What follows belongs to an exercise in optimizing a design on an open flow for small area; a production flow would make more cautious choices.
Where RTL was checked, it was by simulation tests only, not by an equivalence proof against the original.
Power figures rest on the tool's default switching activity, not on a simulated workload.

==> flow/design.v <==
package csa_pkg;
	localparam int PKT_BYTES = 188;
	localparam int CW_BYTES = 9;
	localparam int SCRAMBLE_HDR_IDX = 3;
	typedef logic [7:0] byte_t;
	typedef logic [1:0] scram_ctrl_t;
	typedef union packed
	{
		byte_t raw;
		struct packed
		{
			scram_ctrl_t sc;
			logic [1:0] afc;
			logic [3:0] cc;
		} f;
	} ts_hdr3_u;
endpackage
module cw_ctrl_reg
#(
	parameter int CW_BYTES = csa_pkg::CW_BYTES
)
(
	input logic clk,
	input logic rst,
	input logic cw_valid,
	input csa_pkg::byte_t cw_byte,
	output logic cw_first,
	output csa_pkg::scram_ctrl_t scram_ctrl
);
	logic [3:0] cw_idx;
	assign cw_first = cw_valid && (cw_idx == '0);
	always_ff @(posedge clk)
	begin
		if (rst)
			cw_idx <= '0;
		else if (cw_valid)
			cw_idx <= {cw_idx[2:0], !cw_idx[1] && (cw_idx[0] == cw_idx[3])};
	end
	always_ff @(posedge clk)
	begin
		if (rst)
			scram_ctrl <= '0;
		else if (cw_first)
			scram_ctrl <= {cw_byte[1], cw_byte[1] & cw_byte[0]};
	end
endmodule
module ts_pkt_buffer
#(
	parameter int PKT_BYTES = csa_pkg::PKT_BYTES
)
(
	input logic clk,
	input logic rst,
	input logic ts_valid,
	input csa_pkg::byte_t ts_byte,
	input logic rd_run,
	input logic hdr3,
	input csa_pkg::scram_ctrl_t sc,
	output csa_pkg::byte_t head
);
	localparam int G = 4;
	localparam int NG = PKT_BYTES / G;
	localparam int LAST = PKT_BYTES - G;
	csa_pkg::byte_t ring [PKT_BYTES];
	csa_pkg::byte_t dly [1:3];
	logic [3:1] pend;
	logic [1:0] phi;
	logic [1:0] phi_next;
	logic [1:0] tap;
	logic [2:0] cyc;
	logic [2:0] nins;
	logic [2:0] pol;
	logic [2:0] pol_next;
	logic flip;
	logic shift;
	csa_pkg::byte_t ins;
	csa_pkg::byte_t tap_byte;
	csa_pkg::scram_ctrl_t sc_d;
	always_comb
	begin
		if (pend[3])
			ins = dly[3];
		else if (pend[2])
			ins = dly[2];
		else if (pend[1])
			ins = dly[1];
		else
			ins = ts_byte;
	end
	assign shift = (phi == 2'd0) && (ts_valid || (|pend) || rd_run);
	assign phi_next = shift ? phi : phi + 2'd1;
	assign pol = nins - cyc;
	always_ff @(posedge clk)
	begin
		ring[0] <= ~(shift ? (ins ^ {8{pol[2]}}) : ring[G-1]);
		for (int g = 1; g < NG; g++)
			ring[G*g] <= ~(shift ? ring[G*g-1] : ring[G*g+G-1]);
		for (int g = 0; g < NG; g++)
			for (int j = 1; j < G; j++)
				ring[G*g+j] <= ring[G*g+j-1];
	end
	always_ff @(posedge clk)
	begin
		dly[1] <= ts_byte;
		dly[2] <= dly[1];
		dly[3] <= dly[2];
		sc_d <= sc;
	end
	always_ff @(posedge clk)
	begin
		if (rst)
		begin
			phi <= '0;
			pend <= '0;
			cyc <= '0;
			nins <= '0;
		end
		else
		begin
			phi <= phi_next;
			cyc <= cyc + 3'd1;
			if (shift)
				nins <= nins + 3'd1;
			pend[1] <= ts_valid && !(shift && !(|pend));
			pend[2] <= pend[1] && !(shift && !pend[3] && !pend[2]);
			pend[3] <= pend[2] && !(shift && !pend[3]);
		end
	end
	assign pol_next = (shift ? nins + 3'd1 : nins) - (cyc + 3'd1) - 3'd3
		+ {1'b0, phi_next + 2'd3};
	always_ff @(posedge clk)
	begin
		if (!rd_run)
		begin
			tap <= phi_next + 2'd3;
			flip <= !pol_next[2];
		end
	end
	always_comb
	begin
		case (tap)
			2'd0: tap_byte = ring[LAST];
			2'd1: tap_byte = ring[LAST+1];
			2'd2: tap_byte = ring[LAST+2];
			default: tap_byte = ring[LAST+3];
		endcase
		tap_byte = tap_byte ^ {8{flip}};
	end
	always_comb
	begin
		head = tap_byte;
		if (hdr3 && sc_d[1])
			head[7:6] = sc_d;
	end
endmodule
module ts_readout
#(
	parameter int PKT_BYTES = csa_pkg::PKT_BYTES
)
(
	input logic clk,
	input logic rst,
	input logic ts_valid,
	output logic hdr3,
	output logic pkt_valid,
	output logic finish_pkt
);
	localparam logic [8:0] RX_BASE = 9'(512 - (PKT_BYTES + 192));	 
	localparam logic [8:0] BUSY_BASE = RX_BASE + 9'(PKT_BYTES);		 
	logic [8:0] cnt;
	logic busy;
	logic wrap;
	assign busy = cnt[8] && (cnt[7] || cnt[6]);
	assign wrap = &cnt;
	assign pkt_valid = busy && !wrap && (cnt[8:2] != BUSY_BASE[8:2] || (cnt[1] && cnt[0]));
	assign hdr3 = (cnt == BUSY_BASE + 9'd6);
	always_ff @(posedge clk)
	begin
		if (rst)
		begin
			cnt <= RX_BASE;
			finish_pkt <= 1'b0;
		end
		else
		begin
			finish_pkt <= wrap;
			if (ts_valid || busy)
				cnt <= (cnt + 1'b1) | (wrap ? RX_BASE : 9'd0);
		end
	end
endmodule
module frame_out_mux
(
	input logic clk,
	input logic rst,
	input logic pkt_valid,
	input csa_pkg::byte_t pkt_byte,
	input logic cnt_valid,
	input csa_pkg::byte_t cnt_byte,
	input logic pid_valid,
	input csa_pkg::byte_t pid_byte,
	input logic gbe_valid,
	input csa_pkg::byte_t gbe_byte,
	input logic port_valid,
	input csa_pkg::byte_t port_byte,
	input logic cw_valid,
	input csa_pkg::byte_t cw_byte,
	input logic cw_first,
	output logic out_valid,
	output csa_pkg::byte_t out_byte
);
	logic any_valid;
	logic sel_pkt, sel_cnt, sel_pid, sel_gbe, sel_port, sel_cw;
	csa_pkg::byte_t cw_out;
	csa_pkg::byte_t sel_byte;
	assign cw_out = cw_first ? {7'b0, cw_byte[1]} : cw_byte;
	assign any_valid = pkt_valid | cnt_valid | pid_valid | gbe_valid | port_valid
		| cw_valid;
	assign sel_pkt = pkt_valid;
	assign sel_cnt = !pkt_valid && cnt_valid;
	assign sel_pid = !pkt_valid && !cnt_valid && pid_valid;
	assign sel_gbe = !pkt_valid && !cnt_valid && !pid_valid && gbe_valid;
	assign sel_port = !pkt_valid && !cnt_valid && !pid_valid && !gbe_valid && port_valid;
	assign sel_cw = !pkt_valid && !cnt_valid && !pid_valid && !gbe_valid && !port_valid;
	assign sel_byte = ({8{sel_pkt}} & pkt_byte) | ({8{sel_cnt}} & cnt_byte)
		| ({8{sel_pid}} & pid_byte) | ({8{sel_gbe}} & gbe_byte)
		| ({8{sel_port}} & port_byte) | ({8{sel_cw}} & cw_out);
	always_ff @(posedge clk)
	begin
		if (rst)
			out_valid <= 1'b0;
		else
			out_valid <= any_valid;
	end
	always_ff @(posedge clk)
		out_byte <= sel_byte;
endmodule
module csa_frame_top
#(
	parameter int PKT_BYTES = csa_pkg::PKT_BYTES,
	parameter int CW_BYTES = csa_pkg::CW_BYTES
)
(
	input logic clk,
	input logic rst,
	input logic ts_valid,
	input csa_pkg::byte_t ts_byte,
	input logic cw_valid,
	input csa_pkg::byte_t cw_byte,
	input logic cnt_valid,
	input csa_pkg::byte_t cnt_byte,
	input logic pid_valid,
	input csa_pkg::byte_t pid_byte,
	input logic gbe_valid,
	input csa_pkg::byte_t gbe_byte,
	input logic port_valid,
	input csa_pkg::byte_t port_byte,
	output logic out_valid,
	output csa_pkg::byte_t out_byte,
	output logic finish_pkt
);
	logic hdr3;
	logic pkt_valid;
	csa_pkg::byte_t pkt_byte;
	logic cw_first;
	csa_pkg::scram_ctrl_t scram_ctrl;
	cw_ctrl_reg #(.CW_BYTES(CW_BYTES)) cw_ctrl_reg_inst
	(
		.clk(clk),
		.rst(rst),
		.cw_valid(cw_valid),
		.cw_byte(cw_byte),
		.cw_first(cw_first),
		.scram_ctrl(scram_ctrl)
	);
	ts_readout #(.PKT_BYTES(PKT_BYTES)) ts_readout_inst
	(
		.clk(clk),
		.rst(rst),
		.ts_valid(ts_valid),
		.hdr3(hdr3),
		.pkt_valid(pkt_valid),
		.finish_pkt(finish_pkt)
	);
	ts_pkt_buffer #(.PKT_BYTES(PKT_BYTES)) ts_pkt_buffer_inst
	(
		.clk(clk),
		.rst(rst),
		.ts_valid(ts_valid),
		.ts_byte(ts_byte),
		.rd_run(pkt_valid),
		.hdr3(hdr3),
		.sc(scram_ctrl),
		.head(pkt_byte)
	);
	frame_out_mux frame_out_mux_inst
	(
		.clk(clk),
		.rst(rst),
		.pkt_valid(pkt_valid),
		.pkt_byte(pkt_byte),
		.cnt_valid(cnt_valid),
		.cnt_byte(cnt_byte),
		.pid_valid(pid_valid),
		.pid_byte(pid_byte),
		.gbe_valid(gbe_valid),
		.gbe_byte(gbe_byte),
		.port_valid(port_valid),
		.port_byte(port_byte),
		.cw_valid(cw_valid),
		.cw_byte(cw_byte),
		.cw_first(cw_first),
		.out_valid(out_valid),
		.out_byte(out_byte)
	);
endmodule
clock: 5.0 ns
lec_check: 0
cap_margin: 20
core_margin: 2
core_utilization: 70
slew_margin: 20
standard.sh (not shown) runs the stock make flow with config.mk's settings and CLKGATE_MAP_FILE= SYNTH_SCRIPT=/design/flow/synth_recipe.tcl, a recipe that flattens the netlist after the stock synthesis.
==> flow/flow/run.sh <==
#!/bin/bash
# The standard ORFS layout (standard.sh) with three changes:
#  - synthesis maps the combinational logic with an area-oriented ABC
#    script (flow/abc_area.script); everything else in the synthesis,
#    including flip-flop mapping, flattening and renaming, is the standard flow's own
#  - port buffers use the smallest buffer cell
#  - CTS builds full leaf clusters of clkbuf_8 without dummy loads
# Each tool's output stays in orfs/logs; make's own output goes to
# standard.log.
set -uo pipefail
WORK=$PWD
FLOWDIR=$WORK/flow

# synth.tcl from ORFS, with the ABC call pointed at our script
sed 's|^\(\s*\)log_cmd abc {\*}$abc_args|\1lset abc_args 1 $::env(MY_ABC_SCRIPT)\n\1log_cmd abc {*}$abc_args|' \
	"$FLOW_HOME/scripts/synth.tcl" > "$WORK/my_synth.tcl"
grep -q 'MY_ABC_SCRIPT' "$WORK/my_synth.tcl" || { echo "could not patch synth.tcl"; exit 1; }
sed "s|source \$::env(SCRIPTS_DIR)/synth.tcl|source $WORK/my_synth.tcl|" \
	"$WORK/synth_recipe.tcl" > "$WORK/my_synth_recipe.tcl"
grep -q "my_synth.tcl" "$WORK/my_synth_recipe.tcl" || { echo "could not patch synth_recipe.tcl"; exit 1; }
sed "s|SYNTH_SCRIPT=[^ ]*|SYNTH_SCRIPT=$WORK/my_synth_recipe.tcl|" \
	"$WORK/standard.sh" > "$WORK/my_standard.sh"
grep -q "my_synth_recipe.tcl" "$WORK/my_standard.sh" || { echo "could not patch standard.sh"; exit 1; }

export MY_ABC_SCRIPT=$FLOWDIR/abc_area.script
export BUFFER_PORTS_ARGS="-buffer_cell sky130_fd_sc_hd__buf_1"
export CTS_ARGS="-sink_clustering_enable -repair_clock_nets -dont_use_dummy_load -buf_list sky130_fd_sc_hd__clkbuf_8 -sink_clustering_size 21 -sink_clustering_max_diameter 100"
bash "$WORK/my_standard.sh" > "$WORK/standard.log" 2>&1
==> flow/flow/abc_area.script <==
strash
dc2
dch
amap
strash
dc2
dch
amap
strash
dc2
dch
amap
strash
dch
amap
topo
stime -c
The starting point completed without violations.
Next try:
--- a/flow/design.v
+++ b/flow/design.v
@@ -65,15 +65,10 @@
 	csa_pkg::byte_t dly [1:3];
 	logic [3:1] pend;
 	logic [1:0] phi;
 	logic [1:0] phi_next;
 	logic [1:0] tap;
-	logic [2:0] cyc;
-	logic [2:0] nins;
-	logic [2:0] pol;
-	logic [2:0] pol_next;
-	logic flip;
 	logic shift;
 	csa_pkg::byte_t ins;
 	csa_pkg::byte_t tap_byte;
 	csa_pkg::scram_ctrl_t sc_d;
 	always_comb
@@ -87,16 +82,15 @@
 		else
 			ins = ts_byte;
 	end
 	assign shift = (phi == 2'd0) && (ts_valid || (|pend) || rd_run);
 	assign phi_next = shift ? phi : phi + 2'd1;
-	assign pol = nins - cyc;
 	always_ff @(posedge clk)
 	begin
-		ring[0] <= ~(shift ? (ins ^ {8{pol[2]}}) : ring[G-1]);
+		ring[0] <= shift ? ins : ring[G-1];
 		for (int g = 1; g < NG; g++)
-			ring[G*g] <= ~(shift ? ring[G*g-1] : ring[G*g+G-1]);
+			ring[G*g] <= shift ? ring[G*g-1] : ring[G*g+G-1];
 		for (int g = 0; g < NG; g++)
 			for (int j = 1; j < G; j++)
 				ring[G*g+j] <= ring[G*g+j-1];
 	end
 	always_ff @(posedge clk)
@@ -110,43 +104,32 @@
 	begin
 		if (rst)
 		begin
 			phi <= '0;
 			pend <= '0;
-			cyc <= '0;
-			nins <= '0;
 		end
 		else
 		begin
 			phi <= phi_next;
-			cyc <= cyc + 3'd1;
-			if (shift)
-				nins <= nins + 3'd1;
 			pend[1] <= ts_valid && !(shift && !(|pend));
 			pend[2] <= pend[1] && !(shift && !pend[3] && !pend[2]);
 			pend[3] <= pend[2] && !(shift && !pend[3]);
 		end
 	end
-	assign pol_next = (shift ? nins + 3'd1 : nins) - (cyc + 3'd1) - 3'd3
-		+ {1'b0, phi_next + 2'd3};
 	always_ff @(posedge clk)
 	begin
 		if (!rd_run)
-		begin
 			tap <= phi_next + 2'd3;
-			flip <= !pol_next[2];
-		end
 	end
 	always_comb
 	begin
 		case (tap)
 			2'd0: tap_byte = ring[LAST];
 			2'd1: tap_byte = ring[LAST+1];
 			2'd2: tap_byte = ring[LAST+2];
 			default: tap_byte = ring[LAST+3];
 		endcase
-		tap_byte = tap_byte ^ {8{flip}};
 	end
 	always_comb
 	begin
 		head = tap_byte;
 		if (hdr3 && sc_d[1])
@@ -208,25 +191,30 @@
 	input logic cw_first,
 	output logic out_valid,
 	output csa_pkg::byte_t out_byte
 );
 	logic any_valid;
-	logic sel_pkt, sel_cnt, sel_pid, sel_gbe, sel_port, sel_cw;
-	csa_pkg::byte_t cw_out;
 	csa_pkg::byte_t sel_byte;
+	csa_pkg::byte_t cw_out;
 	assign cw_out = cw_first ? {7'b0, cw_byte[1]} : cw_byte;
 	assign any_valid = pkt_valid | cnt_valid | pid_valid | gbe_valid | port_valid
 		| cw_valid;
-	assign sel_pkt = pkt_valid;
-	assign sel_cnt = !pkt_valid && cnt_valid;
-	assign sel_pid = !pkt_valid && !cnt_valid && pid_valid;
-	assign sel_gbe = !pkt_valid && !cnt_valid && !pid_valid && gbe_valid;
-	assign sel_port = !pkt_valid && !cnt_valid && !pid_valid && !gbe_valid && port_valid;
-	assign sel_cw = !pkt_valid && !cnt_valid && !pid_valid && !gbe_valid && !port_valid;
-	assign sel_byte = ({8{sel_pkt}} & pkt_byte) | ({8{sel_cnt}} & cnt_byte)
-		| ({8{sel_pid}} & pid_byte) | ({8{sel_gbe}} & gbe_byte)
-		| ({8{sel_port}} & port_byte) | ({8{sel_cw}} & cw_out);
+	always_comb
+	begin
+		if (pkt_valid)
+			sel_byte = pkt_byte;
+		else if (cnt_valid)
+			sel_byte = cnt_byte;
+		else if (pid_valid)
+			sel_byte = pid_byte;
+		else if (gbe_valid)
+			sel_byte = gbe_byte;
+		else if (port_valid)
+			sel_byte = port_byte;
+		else
+			sel_byte = cw_out;
+	end
 	always_ff @(posedge clk)
 	begin
 		if (rst)
 			out_valid <= 1'b0;
 		else
What happened: Total power decreases by about 10%. Wire length decreases by 3.2%. Clock power barely changes. Sequential share of layout area decreases by 1.3 points. Design area increases by 1.1%. Via count decreases by about 3.6%. Worst hold slack gets worse by 0.037 ns. Final cell count decreases by about 2.6%. Count of clock-buffer cells in the layout stays the same. Fmax increases by about 19%. Die area increases by about 1%. Flip-flop and latch count decreases by 7. Register-to-register slack gets better by 0.65 ns.
Function not checked in the first run of this note: the RTL went through the layout flow alone.

what the ideal ports hide:
How much do the figures lean on ideal ports? The routed layouts below were timed once more, with nothing changed but the port constraints. Step 1 sets driving cells, clkbuf_16 on the clock port and buf_2 on the other inputs (assumed; they add their load-dependent delay and slew). Step 2, shift: input delay + t, output delay - t, t = (earliest + latest rising clock arrival at the registers) / 2. This alone moves slack from input paths to output paths. a / b / c = ideal / step 1 / step 2; a / b = the first two.
| run | t, ns | setup slack, ns | worst data-port slew with drivers (ns) |
|---|---|---|---|
| the first run | 0.720 | 0.883 / 0.883 / 0.883 | 0.09 |
| the second run | 0.704 | 1.532 / 1.532 / 1.532 | 0.05 |
After both steps every run listed still meets setup and hold.
